What follows belongs to an exercise in optimizing a design on an open flow for small area, a short achievable clock period and few clock cycles; a production flow would make more cautious choices.
RTL that was checked went through simulation tests only; none was proved equivalent to the original.
No activity file was given, so power comes from the tool's default toggle rates.

north:
## adc_scan_block_averager_core
module adc_scan_block_averager_core #(
  parameter int MAX_SLOTS = 8,
  parameter int CODE_BITS = 12
) (
  input  logic        clk,
  input  logic        rst_n,
  input  logic        in_valid,
  output logic        in_ready,
  input  logic [1:0]  in_opcode,
  input  logic [11:0] in_adc_code,
  output logic        out_valid,
  input  logic        out_ready,
  output logic [1:0]  out_kind,
  output logic [2:0]  out_slot,
  output logic [2:0]  out_chan,
  output logic [11:0] out_avg_code,
  output logic [27:0] out_microvolts,
  output logic        out_last,
  input  logic        cfg_we,
  input  logic [2:0]  cfg_index,
  input  logic [23:0] cfg_wdata
);
For scale: about 4000 cells after synthesis, roughly 770 flip-flops, ~97 I/O pins, roughly 44000 µm² of cells after synthesis.
clock: 7.0 ns
lec_check: 0
cap_margin: 20
core_margin: 2
core_utilization: 50
cts_cluster_diameter: 80
cts_cluster_size: 24
setup_slack_margin: 2.0
slew_margin: 20
run.sh (not shown) runs the stock make flow with config.mk's settings and CLKGATE_MAP_FILE= SYNTH_SCRIPT=/design/flow/synth_recipe.tcl, a recipe that flattens the netlist after the stock synthesis.
The inputs of south differ from those of north as listed below.
--- a/flow/design.v
+++ b/flow/design.v
@@ -201,19 +201,17 @@
   end
   logic       cv;
   logic [1:0] ckind;
   logic [2:0] cslot;
   logic [2:0] cchan;
   logic [2:0] pos_inc;
   assign pos_inc = pos_r + 3'd1;
   logic fire_e;
-  logic ok_res;
-  assign ok_res = in_ready && running_r && !(roundend && fire_e);
-  assign cv    = in_valid && ((is_start && in_ready) || (is_res && ok_res));
+  assign cv    = acc && (is_start || (is_res && running_r && !(roundend && fire_e)));
   assign ckind = (in_opcode[0] && roundend && all_done_r) ? 2'd2 : 2'd0;
   assign cslot = (in_opcode[0] && !roundend) ? pos_inc : 3'd0;
   logic [2:0] chan_nx;   
   always_comb begin
     chan_nx = '0;
     for (int i = 0; i < 7; i++) chan_nx = chan_nx | (map_r[3*(i+1) +: 3] & {3{posoh_r[i]}});
   end
   assign cchan = !in_opcode[0] ? map_r[2:0] :
@@ -293,20 +291,17 @@
   assign feed_walk = wstep && r_fire;
   assign wlast     = pos_r == nm1;
   assign feed = feed_arr || feed_walk;
   assign csm1_d = feed ? r_cc : csm1;
   logic flush;
   assign flush = (acc && (is_start || is_stop)) || cfg_we;
   logic fast;
   assign fast   = spec_r && !spec_fail;
-  logic s0_free_e, fail_e;
-  assign s0_free_e = !pv[0] || !full_up[0] || (spec_r && pv[NS] && adv && (!a_fire || a_ceq));
-  assign fail_e    = a_fire && (pos_r <= nm1) && !(s0_free_e && c_ok);
-  assign fire_e    = !spec_r || fail_e || busy || (a_fire && pos_r <= nm1);
+  assign fire_e = !fast || busy || (a_fire && pos_r <= nm1);
   always_ff @(posedge clk) begin
     if (feed) begin
       pr[0]   <= r_s[19:12];
       px[0]   <= r_s[11:0];
       c_sh    <= r_div;
       csm1    <= csm1_d;
     end
     for (int j = 0; j < NS; j++) begin
Results
Final hold slack was higher in south than in north.
The lower number of distinct library cell variants in the gate-level netlist after synthesis came out of north.
Compared with north, south shows growth of design area from synthesis to finish lower by 0.74 points.
On worst slew margin relative to its limit: south sits below north.
Comparing south with north, the sequential area share after synthesis came out essentially unchanged.
Looking at north and south, the part of the total power dissipated in the clock network is a wash.
Against north, global-route wire length before repair in south came out better.
In the metrics for north and south, the one carrying the higher xor and xnor fraction of the mapped netlist area is south.
Number of post-CTS setup repair buffers (higher): south
No functional check of the RTL was part of any run of this note.

---

adc_scan_block_averager_core, a different RTL version from the one above (not shown whole).
Size in the first run: roughly 4100 cells after synthesis, ~800 flip-flops, about 45000 µm² of cells after synthesis.
clock: 7.0 ns
lec_check: 0
cap_margin: 20
core_margin: 2
core_utilization: 50
cts_cluster_diameter: 80
cts_cluster_size: 24
setup_slack_margin: 2.0
slew_margin: 20
The starting point completed without violations.
Next try:
--- a/flow/design.v
+++ b/flow/design.v
@@ -118,40 +118,37 @@
   always_ff @(posedge clk) s3_r <= 26'(scale_r) + {1'b0, scale_r, 1'b0};
   logic [11:0] latest_r [8];
   logic [19:0] sum_r    [8];
   logic [7:0]  cnt_r    [8];
   logic [7:0]  rnd_r    [8];
   logic [7:0]  zsc_r;
   logic [7:0]  zr_r;
-  logic [7:0]  d_r;       
   logic [7:0]  pend_r;
   logic       running_r;
   logic [2:0] pos_r;
   logic [7:0] posoh_r;   
   logic       rstd_r;    
   logic       fm_r;      
   logic       spec_r;    
   logic       wact_r;    
   logic       dirty_r;   
-  logic       rc_r;      
-  logic [2:0] rc_ptr;
   logic       all_done_r;
   logic        ov_r;
   logic [1:0]  ok_r;
   logic [2:0]  os_r;
   logic [2:0]  oc_r;
   logic [11:0] oa_r;
   logic [27:0] ou_s;      
   logic [27:0] ou_c;      
   logic        ou_k;
   logic        ol_r;
   logic roundend;
   assign roundend = pos_r >= nm1;
   logic acc, is_start, is_stop, is_res, res_run, rend;
-  assign in_ready = !ov_r && !fm_r && !rstd_r && !((dirty_r || rc_r) && roundend);
+  assign in_ready = !ov_r && !fm_r && !rstd_r && !(dirty_r && roundend);
   assign acc      = in_valid && in_ready;
   assign is_start = in_opcode == 2'd0;
   assign is_res   = in_opcode == 2'd1;
   assign is_stop  = in_opcode == 2'd2;
   assign res_run  = acc && is_res && running_r;
   assign rend     = res_run && roundend;
   logic [7:0]  rsel;
@@ -189,21 +186,22 @@
     b = 20'(r_x);
     u = r_sum ^ a ^ b;
     v = ((r_sum & a) | (r_sum & b) | (a & b)) << 1;
     r_s = u + v;
   end
   assign r_div  = r_cc + 8'd1;
   assign r_fire = r_cnt >= (r_pend ? f2_r : f1_r);
-  logic [7:0] act_v;
+  logic [7:0] act_v, done_v;
   logic       all_done;
   always_comb begin
     for (int i = 0; i < 8; i++) begin
       act_v[i]  = 3'(i) <= nm1;
+      done_v[i] = zr_r[i] ? (rn_r == 8'd0) : (rnd_r[i] >= rn_r);
     end
-    all_done = &(d_r | ~act_v);
+    all_done = &(done_v | ~act_v);
   end
   logic       cv;
   logic [1:0] ckind;
   logic [2:0] cslot;
   logic [2:0] cchan;
   logic [2:0] pos_inc;
   assign pos_inc = pos_r + 3'd1;
@@ -360,57 +358,32 @@
     csa(l2[0], l2[1], l2[2], l3[0], l3[1]);
     pv_s = l3[0];
     pv_c = l3[1];
   end
   logic [2:0] etag;
   logic [7:0] eoh;       
   logic [7:0] e_rnd;
-  logic [7:0] rnd_new;
-  assign rnd_new = (e_rnd == 8'hFF) ? e_rnd : e_rnd + 8'd1;
-  always_ff @(posedge clk) begin
-    if (!rst_n) begin
-      d_r    <= '0;
-      rc_r   <= 1'b0;
-      rc_ptr <= '0;
-    end else begin
-      if (cfg_we && cfg_index == 3'd3 && running_r) begin
-        rc_r   <= 1'b1;
-        rc_ptr <= '0;
-      end else if (rc_r) begin
-        rc_ptr <= rc_ptr + 3'd1;
-        if (rc_ptr == 3'd7) rc_r <= 1'b0;
-      end
-      if (acc && is_start) begin
-        d_r <= {8{rn_r == 8'd0}};
-      end else begin
-        for (int i = 0; i < 8; i++) begin
-          if (ld_avg && eoh[i]) d_r[i] <= rnd_new >= rn_r;
-          else if (rc_r && eoh[i]) d_r[i] <= e_rnd >= rn_r;
-        end
-      end
-    end
-  end
   assign etag = ptag[NS];
-  logic [2:0] rtag;      
-  assign rtag = rc_r ? rc_ptr : etag;   
   always_comb begin
     e_rnd = '0;
     for (int i = 0; i < 8; i++) begin
-      eoh[i] = rtag == 3'(i);
+      eoh[i] = etag == 3'(i);
       e_rnd  = e_rnd | (rnd_r[i] & {8{eoh[i] & ~zr_r[i]}});
     end
   end
   always_ff @(posedge clk) begin
     for (int i = 0; i < 8; i++) begin
       if (res_run && posoh_r[i]) begin
         latest_r[i] <= in_adc_code;
         sum_r[i]    <= r_c;
         cnt_r[i]    <= r_cc;
       end
-      if (ld_avg && eoh[i]) rnd_r[i] <= rnd_new;
+      if (ld_avg && eoh[i]) begin
+        rnd_r[i] <= (e_rnd == 8'hFF) ? e_rnd : e_rnd + 8'd1;
+      end
     end
   end
   always_ff @(posedge clk) begin
     if (!rst_n) begin
       zsc_r  <= '1;
       zr_r   <= '1;
       pend_r <= '0;
@@ -452,15 +425,15 @@
       ov_r      <= 1'b0;
       oa_r      <= '0;
       ou_s      <= '0;
       ou_c      <= '0;
       ou_k      <= 1'b0;
     end else begin
       rstd_r     <= 1'b0;
-      dirty_r    <= cfg_we || (acc && is_start) || rend || fm_r || rc_r;
+      dirty_r    <= cfg_we || (acc && is_start) || rend || fm_r;
       all_done_r <= all_done;
       if (acc) begin
         if (is_start) begin
           running_r <= 1'b1;
           pos_r     <= '0;
           posoh_r   <= 8'd1;
           spec_r    <= 1'b1;
Outcome: Global-route usage came out lower by 0.99 points; first-iteration DRC count falls by a few percent; critical path depth went down by 8; count of clock-buffer cells in the layout came out lower by 4; total power shrinks by a few percent; worst setup slack improved by 320 ps.
Testbench counts after the change, summed over its fixed seeds: cycles 9,084.
No functional check of the RTL was part of the first run of this note.

---

== JK ==
Another version of the RTL of adc_scan_block_averager_core (not shown whole).
For scale: about 4100 cells after synthesis, about 97 I/O pins.
==> flow/config.mk <==
export PLATFORM = sky130hd
export DESIGN_NAME = adc_scan_block_averager_core
export DESIGN_NICKNAME = adc_scan_block_averager_core
export VERILOG_FILES = /design/flow/design.v
export SDC_FILE = /design/flow/constraint.sdc
export NUM_CORES = 4
export LEC_CHECK = 0
export CAP_MARGIN = 20
export CORE_MARGIN = 2
export CORE_UTILIZATION = 50
export CTS_CLUSTER_DIAMETER = 80
export CTS_CLUSTER_SIZE = 24
export SETUP_SLACK_MARGIN = 2.0
export SLEW_MARGIN = 20
==> flow/constraint.sdc <==
create_clock -name core_clock -period 7.0 [get_ports {clk}]
set_input_delay 1.4000 -clock core_clock [delete_from_list [all_inputs] [get_ports {clk}]]
set_output_delay 1.4000 -clock core_clock [all_outputs]
set_load 0.01 [all_outputs]
#### Input delta (MS over JK)
--- a/flow/design.v
+++ b/flow/design.v
@@ -218,53 +218,54 @@
   end
   assign cchan = !in_opcode[0] ? map_r[2:0] :
                  !roundend ? chan_nx :
                  all_done_r ? 3'd0 : map_r[2:0];
   logic adv;
   assign adv = !ov_r || out_ready;
   logic        pv   [NS+1];
-  logic [2:0]  ptag [NS+1];
+  logic [7:0]  fed_r;    
   logic [7:0]  pr   [NS+1];
   logic [11:0] px   [NS+1];
   logic [7:0]  nr   [NS];
   logic [11:0] nx   [NS];
   logic        mv   [NS+1];
   logic [7:0]  c_sh;
   logic [7:0]  csm1;     
-  logic [7:0]  csm2;     
   logic        ceq;      
   logic        feed;
   logic        busy;    
   logic        ld_avg;
   logic ld_now;
   logic full_up [NS+1];   
-  assign ceq    = r_cnt == (r_pend ? csm2 : csm1);
+  assign ceq    = r_cc == csm1;
   logic [7:0] nm1oh;
   logic [7:0] l_cnt;
   logic       l_pend;
   logic       fire_last_r;
   logic       ceq_last_r;
-  logic [7:0] csm1_d, csm2_d;
+  logic [7:0] csm1_d;
   always_comb begin
     l_cnt  = '0;
     l_pend = 1'b0;
     for (int i = 0; i < 8; i++) begin
       nm1oh[i] = nm1 == 3'(i);
       l_cnt    = l_cnt | (cnt_r[i] & {8{nm1oh[i] & ~zsc_r[i]}});
       l_pend   = l_pend | (pend_r[i] & nm1oh[i]);
     end
   end
   always_ff @(posedge clk) begin
     fire_last_r <= l_cnt >= (l_pend ? f2_r : f1_r);
-    ceq_last_r  <= l_cnt == (l_pend ? csm2_d : csm1_d);
+    ceq_last_r  <= l_cnt + 8'(l_pend) == csm1_d;
   end
   logic a_fire, a_ceq;
   assign a_fire = roundend ? (fire_last_r && pos_r == nm1) : r_fire;
   assign a_ceq  = roundend ? ceq_last_r : ceq;
-  assign ld_now = rend && spec_r && pv[NS] && adv && (!a_fire || a_ceq);
+  logic fl;   
+  assign fl     = fire_last_r && pos_r == nm1;
+  assign ld_now = rend && spec_r && pv[NS] && adv && (!fl || ceq_last_r);
   assign ld_avg = (fm_r || ld_now) && adv && pv[NS];
   always_comb begin
     full_up[NS] = 1'b1;
     for (int j = NS - 1; j >= 0; j--) full_up[j] = full_up[j+1] && pv[j+1];
     mv[NS] = ld_avg;
     for (int j = NS - 1; j >= 0; j--) mv[j] = pv[j] && (!full_up[j] || ld_avg);
     busy = 1'b0;
@@ -291,45 +292,42 @@
   assign feed_arr  = res_run && spec_r && a_fire && (pos_r <= nm1) && s0_free && c_ok;
   assign spec_fail = res_run && a_fire && (pos_r <= nm1) && !(s0_free && c_ok);
   assign wstep     = wact_r && (!r_fire || (s0_free && (!busy || ceq)));
   assign feed_walk = wstep && r_fire;
   assign wlast     = pos_r == nm1;
   assign feed = feed_arr || feed_walk;
   assign csm1_d = feed ? r_cc : csm1;
-  assign csm2_d = feed ? r_cc - 8'd1 : csm2;
   logic flush;
   assign flush = (acc && (is_start || is_stop)) || cfg_we;
   logic fast;
   assign fast   = spec_r && !spec_fail;
   logic s0_free_e, fail_e;
-  assign s0_free_e = !pv[0] || !full_up[0] || (spec_r && pv[NS] && adv && (!a_fire || a_ceq));
-  assign fail_e    = a_fire && (pos_r <= nm1) && !(s0_free_e && c_ok);
-  assign fire_e    = !spec_r || fail_e || busy || (a_fire && pos_r <= nm1);
+  assign s0_free_e = !pv[0] || !full_up[0] || (spec_r && pv[NS] && adv && (!fl || ceq_last_r));
+  assign fail_e    = fl && !(s0_free_e && (!busy || ceq_last_r));
+  assign fire_e    = !spec_r || fail_e || busy || fl;
   always_ff @(posedge clk) begin
     if (feed) begin
       pr[0]   <= r_s[19:12];
       px[0]   <= r_s[11:0];
-      ptag[0] <= rsel[1] ? 3'd1 : rsel[2] ? 3'd2 : rsel[3] ? 3'd3 : rsel[4] ? 3'd4 :
-                 rsel[5] ? 3'd5 : rsel[6] ? 3'd6 : rsel[7] ? 3'd7 : 3'd0;
       c_sh    <= r_div;
       csm1    <= csm1_d;
-      csm2    <= csm2_d;
     end
     for (int j = 0; j < NS; j++) begin
       if (mv[j]) begin
         pr[j+1]   <= nr[j];
         px[j+1]   <= nx[j];
-        ptag[j+1] <= ptag[j];
       end
     end
   end
   always_ff @(posedge clk) begin
     if (!rst_n || flush || (rend && !fast)) begin
       for (int j = 0; j <= NS; j++) pv[j] <= 1'b0;
+      fed_r <= '0;
     end else begin
+      fed_r <= (fed_r & ~(eoh & {8{ld_avg}})) | (rsel & {8{feed}});
       pv[0] <= feed || (pv[0] && !mv[0]);
       for (int j = 0; j < NS; j++) pv[j+1] <= mv[j] || (pv[j+1] && !mv[j+1]);
     end
   end
   function automatic void csa(input logic [35:0] a, input logic [35:0] b,
                               input logic [35:0] c, output logic [35:0] s,
                               output logic [35:0] cy);
@@ -363,15 +361,18 @@
     csa(l2[0], l2[1], l2[2], l3[0], l3[1]);
     pv_s = l3[0];
     pv_c = l3[1];
   end
   logic [2:0] etag;
   logic [7:0] eoh;       
   logic [7:0] e_rnd;
-  assign etag = ptag[NS];
+  always_comb begin
+    etag = 3'd0;
+    for (int i = 7; i >= 0; i--) if (fed_r[i]) etag = 3'(i);
+  end
   always_comb begin
     e_rnd = '0;
     for (int i = 0; i < 8; i++) begin
       eoh[i] = etag == 3'(i);
       e_rnd  = e_rnd | (rnd_r[i] & {8{eoh[i] & ~zr_r[i]}});
     end
   end
==> comparison <==
Diff JK -> MS | routed wire length | decrease of 5300 um. Between JK and MS, final period utilization decreased. Lower total power among JK and MS: MS. MS ends up with a chip width that is 1.1% lower than in JK. Taking JK as the reference, in MS worst hold slack climbed 0.0099 ns, number of buffers created by CTS dropped 1, worst setup margin climbed 0.13 ns, fraction of power spent switching nets barely changed.
Function was not checked in any run of this note: the RTL went through the layout flow alone.

-- what the ideal ports hide --
The flow's constraints put no driver on any port. The routed layouts listed below were extracted and timed again, unchanged, in two steps.
Step 1: set_driving_cell puts a clkbuf_16 on clk and a buf_2 on each other input, an assumption about the parent block.
Step 2, shift: input delay + t, output delay - t, t = (earliest + latest rising clock arrival at the registers) / 2. This alone moves slack from input paths to output paths.
a / b / c = no drivers / after step 1 / after step 2; a / b = the first two.
run | shift t [ns] | slack for setup (ns) | hold WS [ns] | worst register clock-pin slew, ns
north | 0.684 | 1.813 / 1.746 / 1.502 | 0.420 / 0.420 / 0.420 | 0.10 / 0.10
south | 0.695 | 1.731 / 1.666 / 1.604 | 0.425 / 0.425 / 0.425 | 0.10 / 0.10
the first run of note 2 | 0.722 | 1.798 / 1.724 / 1.531 | 0.423 / 0.423 / 0.423 | 0.10 / 0.10
the second run of note 2 | 0.692 | 2.117 / 2.094 / 1.508 | 0.418 / 0.418 / 0.418 | 0.10 / 0.10
JK | 0.683 | 1.828 / 1.761 / 1.534 | 0.415 / 0.415 / 0.415 | 0.10 / 0.10
MS | 0.677 | 1.961 / 1.890 / 1.806 | 0.425 / 0.425 / 0.425 | 0.10 / 0.10
After both steps every run listed still meets setup and hold. The setup slack of the second run of note 2, which loses most, moves by -0.023 ns with the drivers and by -0.609 ns with both steps.
